From an optimization exercise on the open Yosys and OpenROAD flow, aimed at small area; shortcuts taken in it are not production practice.
Only simulation tests tie the RTL to the original design; equivalence was not proved.
Power and IR drop assume default switching activity.

--- run.sh ---
#!/bin/bash
# synth_recipe.tcl (not shown) runs the flow's synth.tcl, then flattens the netlist and writes it again
# the make line also repeats each setting of config.mk as NAME=value (left out here)
make -C /OpenROAD-flow-scripts/flow DESIGN_CONFIG=/design/flow/config.mk WORK_HOME=/design/flow/orfs CLKGATE_MAP_FILE= SYNTH_SCRIPT=/design/flow/synth_recipe.tcl finish
--- config.mk ---
export PLATFORM = sky130hd
export DESIGN_NAME = wav_header_parser
export DESIGN_NICKNAME = wav_header_parser
export VERILOG_FILES = /design/flow/design.v
export SDC_FILE = /design/flow/constraint.sdc
export NUM_CORES = 4
export LEC_CHECK = 0
export CAP_MARGIN = 20
export CORE_MARGIN = 2
export CORE_UTILIZATION = 40
export SLEW_MARGIN = 20
--- constraint.sdc ---
create_clock -name core_clock -period 6.0 [get_ports {clock}]
set_input_delay 1.2000 -clock core_clock [delete_from_list [all_inputs] [get_ports {clock}]]
set_output_delay 1.2000 -clock core_clock [all_outputs]
set_load 0.01 [all_outputs]
--- design.v ---
package whp_pkg;
   localparam logic [31:0] TAG_RIFF = 32'h4646_4952;
   localparam logic [31:0] TAG_WAVE = 32'h4556_4157;
   localparam logic [31:0] TAG_FMT  = 32'h2074_6D66;
   localparam logic [31:0] TAG_FACT = 32'h7463_6166;
   localparam logic [31:0] TAG_LIST = 32'h5453_494C;
   localparam logic [31:0] TAG_DATA = 32'h6174_6164;
   localparam logic [2:0] MAX_CHANNELS_RESET = 3'd6;
   localparam logic [3:0] ERR_RIFF_TAG   = 4'd1;
   localparam logic [3:0] ERR_RIFF_SIZE  = 4'd2;
   localparam logic [3:0] ERR_WAVE_TAG   = 4'd3;
   localparam logic [3:0] ERR_FMT_TAG    = 4'd4;
   localparam logic [3:0] ERR_FMT_SIZE   = 4'd5;
   localparam logic [3:0] ERR_FORMAT     = 4'd6;
   localparam logic [3:0] ERR_CHANNELS   = 4'd7;
   localparam logic [3:0] ERR_RATE       = 4'd8;
   localparam logic [3:0] ERR_BITS       = 4'd9;
   localparam logic [3:0] ERR_FACT_SIZE  = 4'd10;
   localparam logic [3:0] ERR_LIST_SIZE  = 4'd11;
   localparam logic [3:0] ERR_CHUNK_TAG  = 4'd12;
   localparam logic [3:0] ERR_DATA_SIZE  = 4'd13;
   localparam logic [3:0] ERR_FLOAT_BITS = 4'd14;
   localparam logic [4:0] PH_HDR    = 5'd0;    
   localparam logic [4:0] PH_TAG_A  = 5'd1;    
   localparam logic [4:0] PH_TAG_B  = 5'd2;    
   localparam logic [4:0] PH_TAG_C  = 5'd3;    
   localparam logic [4:0] PH_TF     = 5'd4;    
   localparam logic [4:0] PH_TL     = 5'd5;    
   localparam logic [4:0] PH_TD     = 5'd6;    
   localparam logic [4:0] PH_SIZEF  = 5'd7;
   localparam logic [4:0] PH_SIZEL  = 5'd8;
   localparam logic [4:0] PH_SIZED  = 5'd9;
   localparam logic [4:0] PH_SKIPF  = 5'd10;
   localparam logic [4:0] PH_SKIPL  = 5'd11;
   localparam logic [4:0] PH_PAYHD  = 5'd12;   
   localparam logic [4:0] PH_PAY    = 5'd13;   
   localparam logic [4:0] PH_LAST   = 5'd14;   
   localparam logic [4:0] PH_DONE   = 5'd16;
endpackage
import whp_pkg::*;
module wav_header_parser (
   input  logic        clock,
   input  logic        reset,
   input  logic        req_valid,
   output logic        req_ready,
   input  logic [7:0]  req_in_byte,
   input  logic        req_start_of_file,
   output logic        rsp_valid,
   input  logic        rsp_ready,
   output logic        rsp_header_done,
   output logic [3:0]  rsp_error_code,
   output logic        rsp_is_payload,
   output logic [7:0]  rsp_payload_byte,
   output logic        rsp_last_payload,
   output logic [2:0]  rsp_num_channels,
   output logic [30:0] rsp_sample_rate,
   output logic [2:0]  rsp_bytes_per_sample,
   output logic [1:0]  rsp_sample_type,
   output logic [31:0] rsp_data_size,
   output logic [31:0] rsp_data_offset,
   input  logic        csr_valid,
   output logic        csr_ready,
   input  logic [2:0]  csr_max_channels
);
   logic [2:0]  max_chan_ff;
   logic        rsp_valid_ff;
   logic [4:0]  ph_ff,   ph_in;
   logic        idx1_ff, idx1_in;
   logic        e_ff,    e_in;
   logic        g_ff,    g_in;
   logic        flt_ff,  flt_in;
   logic [2:0]  chan_ff;
   logic [1:0]  bc_ff;           
   logic [31:0] a_ff, b_ff, o_ff;
   logic [30:0] r_ff;
   logic        accept, start;
   logic [4:0]  cph;
   logic [31:0] cur_o, o_in;
   logic [5:0]  pos;
   logic [7:0]  b;
   logic [1:0]  idx;
   logic        first, cond;
   logic [3:0]  err;
   logic        a_sh, b_sh, b_dec, chan_we, bc_we;
   logic [3:0]  r_we;
   logic        bz1;
   logic [8:0]  cmp;
   logic        hd;
   function automatic logic [7:0] tbyte(input logic [31:0] w, input logic [1:0] i);
      case (i)
         2'd0:    tbyte = w[7:0];
         2'd1:    tbyte = w[15:8];
         2'd2:    tbyte = w[23:16];
         default: tbyte = w[31:24];
      endcase
   endfunction
   assign accept    = req_valid && req_ready;
   assign req_ready = !rsp_valid_ff || rsp_ready;
   assign csr_ready = 1'b1;
   assign start = req_start_of_file;
   assign b     = req_in_byte;
   assign cph   = start ? PH_HDR : ph_ff;
   assign cur_o = start ? 32'd0 : o_ff;
   assign o_in  = cur_o + 32'd1;
   assign pos   = cur_o[5:0];
   assign idx   = {idx1_ff, pos[0]};
   assign bz1   = (b_ff[31:1] == 31'd0);
   assign cmp   = {1'b0, a_ff[7:0]} - {1'b0, b} - {8'd0, g_ff & !first};
   always_comb begin
      ph_in   = cph;
      idx1_in = idx1_ff;
      g_in    = g_ff;
      flt_in  = flt_ff;
      first   = 1'b0;
      cond    = 1'b1;
      err     = 4'd0;
      a_sh    = 1'b0;
      b_sh    = 1'b0;
      b_dec   = 1'b0;
      chan_we = 1'b0;
      bc_we   = 1'b0;
      r_we    = 4'd0;
      case (cph)
         PH_HDR: begin
            first = (pos[1:0] == 2'd0) && (pos[5:2] <= 6'd4 || pos[5:2] == 6'd6) ||
                    pos == 6'd20 || pos == 6'd22 || pos == 6'd34;
            case (pos[5:2])
               4'd0: cond = (b == tbyte(TAG_RIFF, pos[1:0]));
               4'd1: cond = (b == 8'd0);
               4'd2: cond = (b == tbyte(TAG_WAVE, pos[1:0]));
               4'd3: cond = (b == tbyte(TAG_FMT, pos[1:0]));
               4'd4: cond = (pos[1:0] == 2'd0) ? (b == 8'h10 || b == 8'h12 || b == 8'h28)
                                               : (b == 8'd0);
               4'd5: case (pos[1:0])
                        2'd0: cond = (b == 8'h01 || b == 8'hFE);
                        2'd1: cond = g_ff ? (b == 8'h00) : (b == 8'hFF);
                        2'd2: cond = (b[7:3] == 5'd0);
                        default: cond = (b == 8'd0);
                     endcase
               4'd6: cond = (b == 8'd0);
               default: cond = (pos[0] == 1'b0) ? (b[2:0] == 3'd0 && b[7:6] == 2'd0 &&
                                                   b[5:3] != 3'd0 && b[5:3] <= 3'd4)
                                                : (b == 8'd0);
            endcase
         end
         PH_TAG_A, PH_TAG_B, PH_TAG_C: begin
            first = 1'b1;
            cond  = (b == TAG_FACT[7:0] && cph == PH_TAG_A) ||
                    (b == TAG_LIST[7:0] && cph != PH_TAG_C) ||
                    (b == TAG_DATA[7:0]);
         end
         PH_TF: cond = (b == tbyte(TAG_FACT, idx));
         PH_TL: cond = (b == tbyte(TAG_LIST, idx));
         PH_TD: cond = (b == tbyte(TAG_DATA, idx));
         PH_SIZEF, PH_SIZEL, PH_SIZED: begin
            first = (idx == 2'd0);
            cond  = (b == 8'd0);
         end
         default: ;
      endcase
      e_in = (first || e_ff) && cond;
      case (cph)
         PH_HDR: begin
            flt_in  = 1'b0;
            idx1_in = 1'b0;
            case (pos)
               6'd3:  if (!e_in) err = ERR_RIFF_TAG;
               6'd4, 6'd5, 6'd6: a_sh = 1'b1;
               6'd7:  begin a_sh = 1'b1; if (e_in) err = ERR_RIFF_SIZE; end
               6'd11: if (!e_in) err = ERR_WAVE_TAG;
               6'd15: if (!e_in) err = ERR_FMT_TAG;
               6'd16: b_sh = 1'b1;
               6'd19: if (!e_in) err = ERR_FMT_SIZE;
               6'd20: g_in = b[0];
               6'd21: if (!e_in) err = ERR_FORMAT;
               6'd22: chan_we = 1'b1;
               6'd23: if (!e_in || chan_ff == 3'd0 || chan_ff > max_chan_ff) err = ERR_CHANNELS;
               6'd24: r_we[0] = 1'b1;
               6'd25: r_we[1] = 1'b1;
               6'd26: r_we[2] = 1'b1;
               6'd27: begin r_we[3] = 1'b1; if (e_in || b[7]) err = ERR_RATE; end
               6'd34: bc_we = 1'b1;
               6'd35: if (!e_in) err = ERR_BITS;
                      else if (!b_ff[25] && !b_ff[29]) ph_in = PH_TAG_A;
               6'd37: if (b_ff[25]) ph_in = PH_TAG_A;
               6'd59: if (b_ff[29]) ph_in = PH_TAG_A;
               default: ;
            endcase
         end
         PH_TAG_A, PH_TAG_B, PH_TAG_C: begin
            if (b == TAG_FACT[7:0] && cph == PH_TAG_A)      ph_in = PH_TF;
            else if (b == TAG_LIST[7:0] && cph != PH_TAG_C) ph_in = PH_TL;
            else                                            ph_in = PH_TD;
         end
         PH_TF, PH_TL, PH_TD: begin
            idx1_in = idx1_ff ^ pos[0];
            if (idx == 2'd3) begin
               if (!e_in)             err   = ERR_CHUNK_TAG;
               else if (cph == PH_TF) ph_in = PH_SIZEF;
               else if (cph == PH_TL) ph_in = PH_SIZEL;
               else                   ph_in = PH_SIZED;
            end
         end
         PH_SIZEF, PH_SIZEL: begin
            idx1_in = idx1_ff ^ pos[0];
            b_sh    = 1'b1;
            if (idx == 2'd3) begin
               if (e_in || b[7]) err = (cph == PH_SIZEF) ? ERR_FACT_SIZE : ERR_LIST_SIZE;
               else if (cph == PH_SIZEF) begin ph_in = PH_SKIPF; flt_in = 1'b1; end
               else ph_in = PH_SKIPL;
            end
         end
         PH_SIZED: begin
            idx1_in = idx1_ff ^ pos[0];
            b_sh    = 1'b1;
            a_sh    = 1'b1;
            g_in    = cmp[8];
            if (idx == 2'd3) begin
               if (e_in || cmp[8])              err   = ERR_DATA_SIZE;
               else if (flt_ff && bc_ff != 2'd0) err   = ERR_FLOAT_BITS;
               else                             ph_in = PH_PAYHD;
            end
         end
         PH_SKIPF, PH_SKIPL: begin
            b_dec = 1'b1;
            if (bz1 && pos[0]) ph_in = (cph == PH_SKIPF) ? PH_TAG_B : PH_TAG_C;
         end
         PH_PAYHD, PH_PAY: begin
            a_sh  = 1'b1;
            b_dec = 1'b1;
            ph_in = (bz1 && b_ff[0]) ? PH_LAST : PH_PAY;
         end
         PH_LAST: ph_in = PH_DONE;
         default: ;
      endcase
      if (err != 4'd0) ph_in = {1'b1, err};
   end
   always_ff @(posedge clock) begin
      if (reset) begin
         max_chan_ff <= MAX_CHANNELS_RESET;
      end else if (csr_valid) begin
         max_chan_ff <= csr_max_channels;
      end
   end
   always_ff @(posedge clock) begin
      if (reset) begin
         rsp_valid_ff <= 1'b0;
      end else if (accept) begin
         rsp_valid_ff <= 1'b1;
      end else if (rsp_ready) begin
         rsp_valid_ff <= 1'b0;
      end
   end
   always_ff @(posedge clock) begin
      if (reset) begin
         ph_ff <= PH_HDR;
         o_ff  <= 32'd0;
      end else if (accept) begin
         ph_ff <= ph_in;
         o_ff  <= o_in;
      end
   end
   always_ff @(posedge clock) begin
      if (accept) begin
         idx1_ff <= idx1_in;
         e_ff    <= e_in;
         g_ff    <= g_in;
         flt_ff  <= flt_in;
         if (chan_we) chan_ff <= b[2:0];
         if (bc_we)   bc_ff   <= b[4:3];
         if (a_sh)    a_ff    <= {b, a_ff[31:8]};
         if (b_sh)    b_ff    <= {b, b_ff[31:8]};
         else if (b_dec) b_ff <= b_ff - 32'd1;
         if (r_we[0]) r_ff[7:0]   <= b;
         if (r_we[1]) r_ff[15:8]  <= b;
         if (r_we[2]) r_ff[23:16] <= b;
         if (r_we[3]) r_ff[30:24] <= b[6:0];
      end
   end
   assign hd                   = (ph_ff == PH_PAYHD);
   assign rsp_valid            = rsp_valid_ff;
   assign rsp_header_done      = hd;
   assign rsp_error_code       = ph_ff[4] ? ph_ff[3:0] : 4'd0;
   assign rsp_is_payload       = (ph_ff == PH_PAY) || (ph_ff == PH_LAST);
   assign rsp_payload_byte     = rsp_is_payload ? a_ff[31:24] : 8'd0;
   assign rsp_last_payload     = (ph_ff == PH_LAST);
   assign rsp_num_channels     = hd ? chan_ff : 3'd0;
   assign rsp_sample_rate      = hd ? r_ff : 31'd0;
   assign rsp_bytes_per_sample = hd ? {bc_ff == 2'd0, bc_ff} : 3'd0;
   assign rsp_sample_type      = hd ? {flt_ff, !flt_ff && bc_ff != 2'd1} : 2'd0;
   assign rsp_data_size        = hd ? b_ff : 32'd0;
   assign rsp_data_offset      = hd ? o_ff : 32'd0;
endmodule
==> impl_metrics.csv <==
group,metric,value,unit
synthesis,postSynthCellCount,1043,
grt,grt_max_degree,58,
floorplan,initial_core_util,40.8,%
layout,fill_cells,2130,
grt,grt_util_all_layers,21.5,%
grt,grt.overflow.total,0,
clocking,ctsRootBufferMaster,"clkbuf_16",
detailed_routing,viasPerCell,5.51,
power,p_leak,0.00406,uW
clocking,cts.path.max_buffers,2,
synthesis,synth_nets,1091,
detailed_routing,drt_first_iter_violations,600,
job,drv_cap,0,
power,p_per_area,218,nW/um^2
sta,worstMarginPinSlew,1.06,ns
synthesis,synth_area,9240,um^2
detailed_routing,ant_nets,0,
floorplan,die_w,156,um
grt,antenna_found_initial,0,
floorplan,rows,55,
detailed_routing,drc,0,
sta,grt_setup_unrepaired,"false",
worst_setup_path,path_class,"in -> reg",
power,max-vdd-ir-drop,157,uV
worst_setup_path,crit_path_end_kind,"flip-flop",
clocking,cts_resized,0,
synthesis,synth_edf_count,104,
clocking,cts_setup_buffers,0,
grt,grt_pass1_wl,41400,um
synthesis,netlist_top_cells_area,"edfxtp_1 (34%), dfxtp_1 (8.9%), and2_1 (7.4%), nor2_1 (5.0%), ha_1 (4.2%)",
power,power_frac_clock,43.1,%
sta,timing.final.ws_setup,0.979,ns
worst_setup_path,path_cells,"buf_2, nand2b_1, inv_1, ha_1, and3_1, a211o_1, a31oi_1, nand2_1, ha_1, a21o_1, ha_1, nand2_1, a31oi_1, o21ai_0, a21oi_1, xnor2_1, nor2b_1, a21oi_1, a31oi_1, and4_1, a221oi_1",
layout,fin_nets,1205,
placement,gp_congestion,0.917,
detailed_routing,firstDrtPassIters,5,
clocking,h-tree-depth,4,
sta,layout_min_cycle_time,5.02,ns
detailed_routing,drt-total-wl,26000,um
synthesis,synth-seq-cells,145,
power,seqPwrFrac,44.7,%
sta,setup_violations,0,
sta,clock.fmax,199,MHz
worst_setup_path,max_stage_delay,0.50,ns
synthesis,ys_types,83,
placement,dp_slack,0.631,ns
power,switching_share,29.2,%
floorplan,die_h,156,um
worst_setup_path,critPathArrivalTime,5.36,ns
sta,fin_skew,0.0134,ns
clocking,worstSkewPairLatency,0.43,ns
clocking,cts_hold_buf,0,
power,switching_power,732,uW
layout,area_growth,24.3,%
layout,final_cells,1455,
synthesis,synth_area_leader_cell,"edfxtp_1",
power,intPower,1770,uW
placement,numPortBuffers,136,
floorplan,die-area,24300,um^2
sta,relSlewSlack,29.1,%
status,outcome,"finished clean",
clocking,clkSinkCount,145,
synthesis,ys_seq_area_share,42.7,%
floorplan,num_io_pins,138,
sta,timing_hold_violations_final,0,
synthesis,yosys_warnings,1,
synthesis,ys.flop_type,"edfxtp_1",
worst_setup_path,worst-endpoint-required,6.34,ns
synthesis,syn_avg_cell_area,8.86,um^2
sta,fin_tns_setup,0,ns
layout,drive_gt1_share,7.35,%
layout,antenna_cells,0,
clocking,cts_tree,"yes",
placement,place_inst,1423,
grt,grt_pass1_vias,7634,
worst_setup_path,critical-path-slowest-cell,"xnor2_1",
detailed_routing,vias,8020,
synthesis,synth.top_cell.area_share,33.8,%
detailed_routing,avgRoutedWirePerCell,17.8,um
floorplan,core-area,22600,um^2
clocking,clkTransAtPathRegs,0.07,ns
power,combPwrFrac,12.2,%
worst_setup_path,start_kind,"input port",
sta,fin_hold_ws,0.415,ns
placement,dp_hpwl,18300,um
synthesis,async_reset_ff_share,0,%
worst_setup_path,cp_max_fo,9,
worst_hold_path,hp-class,"reg -> reg",
sta,finalCritPeriodShare,83.7,%
clocking,cts_buffers,17,
sta,slew_viol_final,0,
[placed cells by master (no fill, tap or decap), types with 16 or more instances in the layout]
cell and n:
a21oi_1 62, nor4_1 16, buf_4 24, inv_1 46, and3_1 17, ha_1 31, nor3_1 31, edfxtp_1 104
and2_1 110, clkbuf_16 17, clkdlybuf4s50_1 135, o21ai_0 32, dfxtp_1 41, nand2_1 90, nand3_1 34, xor2_1 16
xnor2_1 41, nor2_1 123
[power groups by stage]
| stage | clock network [uW] | registers, uW | logic [uW] |
|---|---|---|---|
| 4_1_cts | 1100 | 1120 | 306 |
| 5_1_grt | 1140 | 1120 | 337 |
| 6_report | 1080 | 1120 | 306 |
| 3_3_place_gp | 0 | 1140 | 301 |
| 3_5_place_dp | 0 | 1140 | 304 |
| 2_1_floorplan | 0 | 1120 | 207 |
[critical path: cells and delay by family]
kind                       cells  cell delay, ns
xor gates and xnor gates       1            0.50
buffers and inverters          2            0.32
adders and majority gates      3            0.89
and+or+nand+nor                6            0.94
AOI/OAI and AO/OA              9            1.51
[cell type report]
type | count | area [um^2] | share of cell area [%]
inverters | 50 | 188 | 1.63
clock buffers | 17 | 425 | 3.70
flip-flops and latches | 145 | 3940 | 34.3
well taps | 285 | 357 | 3.10
multi-input cells | 783 | 4850 | 42.2
clock inverters | 15 | 186 | 1.62
repair buffers | 160 | 1540 | 13.4
[per-stage QoR]
stage | util, % | cell area [um^2] | power, uW
floorplan | - | 9240 | 1330
global placement | 48.1 | 10900 | 1440
detailed placement | 48.1 | 10900 | 1440
CTS | 50.8 | 11500 | 2520
global route | 50.8 | 11500 | 2600
finish | 50.8 | 11500 | 2500
[worst paths after layout]
path / start / end / slack [ns] / cells past startpoint
setup / recovery: req_start_of_file / ph_ff[3] / 0.98 / 21
hold / removal: a_ff[22] / a_ff[14] / 0.42 / 0
setup reg to reg: o_ff[0] / ph_ff[3] / 1.49 / 20
hold reg to reg: a_ff[22] / a_ff[14] / 0.42 / 0
[cell usage after synthesis (17+ instances only)]
library cell	number
nor2_1	124
and2_1	110
edfxtp_1	104
nand2_1	90
a21oi_1	63
inv_1	47
clkbuf_1	43
dfxtp_1	41
xnor2_1	41
nand3_1	34
o21ai_0	32
ha_1	31
nor3_1	31
and3_1	17
[sequential cells by signal, summed over array words and instances (netlist names)]
name          count
e_ff              1
o_ff             32
g_ff              1
flt_ff            1
r_ff             31
chan_ff           3
max_chan_ff       3
b_ff             32
idx1_ff           1
rsp_valid_ff      1
bc_ff             2
a_ff             32
ph_ff             5
[cells by family (layout without fill, tap and decap cells)]
| logic type | count (synthesis) | count (layout) | synth area share, % |
|---|---|---|---|
| AO/OA/AOI/OAI | 190 | 190 | 13.5 |
| adder cells (fa/ha/maj) | 31 | 31 | 4.20 |
| XOR/XNOR | 57 | 57 | 5.40 |
| buffers and inverters | 115 | 242 | 5.10 |
| other | 1 | 1 | 0.0406 |
| AND/OR/NAND/NOR | 498 | 498 | 28.4 |
| multiplexers | 6 | 6 | 0.663 |
| flip-flops | 145 | 145 | 42.7 |
[metal layers]
layer,GRT usage [%],vias up,wire length [um],part of all wire [%]
met5,0,-,0,0
li1,-,3907,-,-
met4,6.12,0,427,1.6
met3,2.69,27,1340,5.2
met1,29.5,3797,11900,46
met2,35.8,289,12300,47

## re-timing with driven ports
How much do the figures lean on ideal ports? The routed layout below was timed once more, with nothing changed but the port constraints.
Step 1 sets driving cells, clkbuf_16 on the clock port and buf_2 on the other inputs (assumed; they add their load-dependent delay and slew).
Step 2 also shifts input and output timing later by t, the mid clock arrival at the registers, as if the neighbouring blocks saw the same clock.
a / b / c = no drivers / after step 1 / after step 2; a / b = the first two.
shift t [ns]: 0.476
slack for setup (ns): 0.979 / 0.988 / 0.512
worst hold slack (ns): 0.415 / 0.415 / 0.415
After both steps setup and hold are still met in this run. The setup slack of this run moves by +0.009 ns with the drivers and by -0.467 ns with both steps.
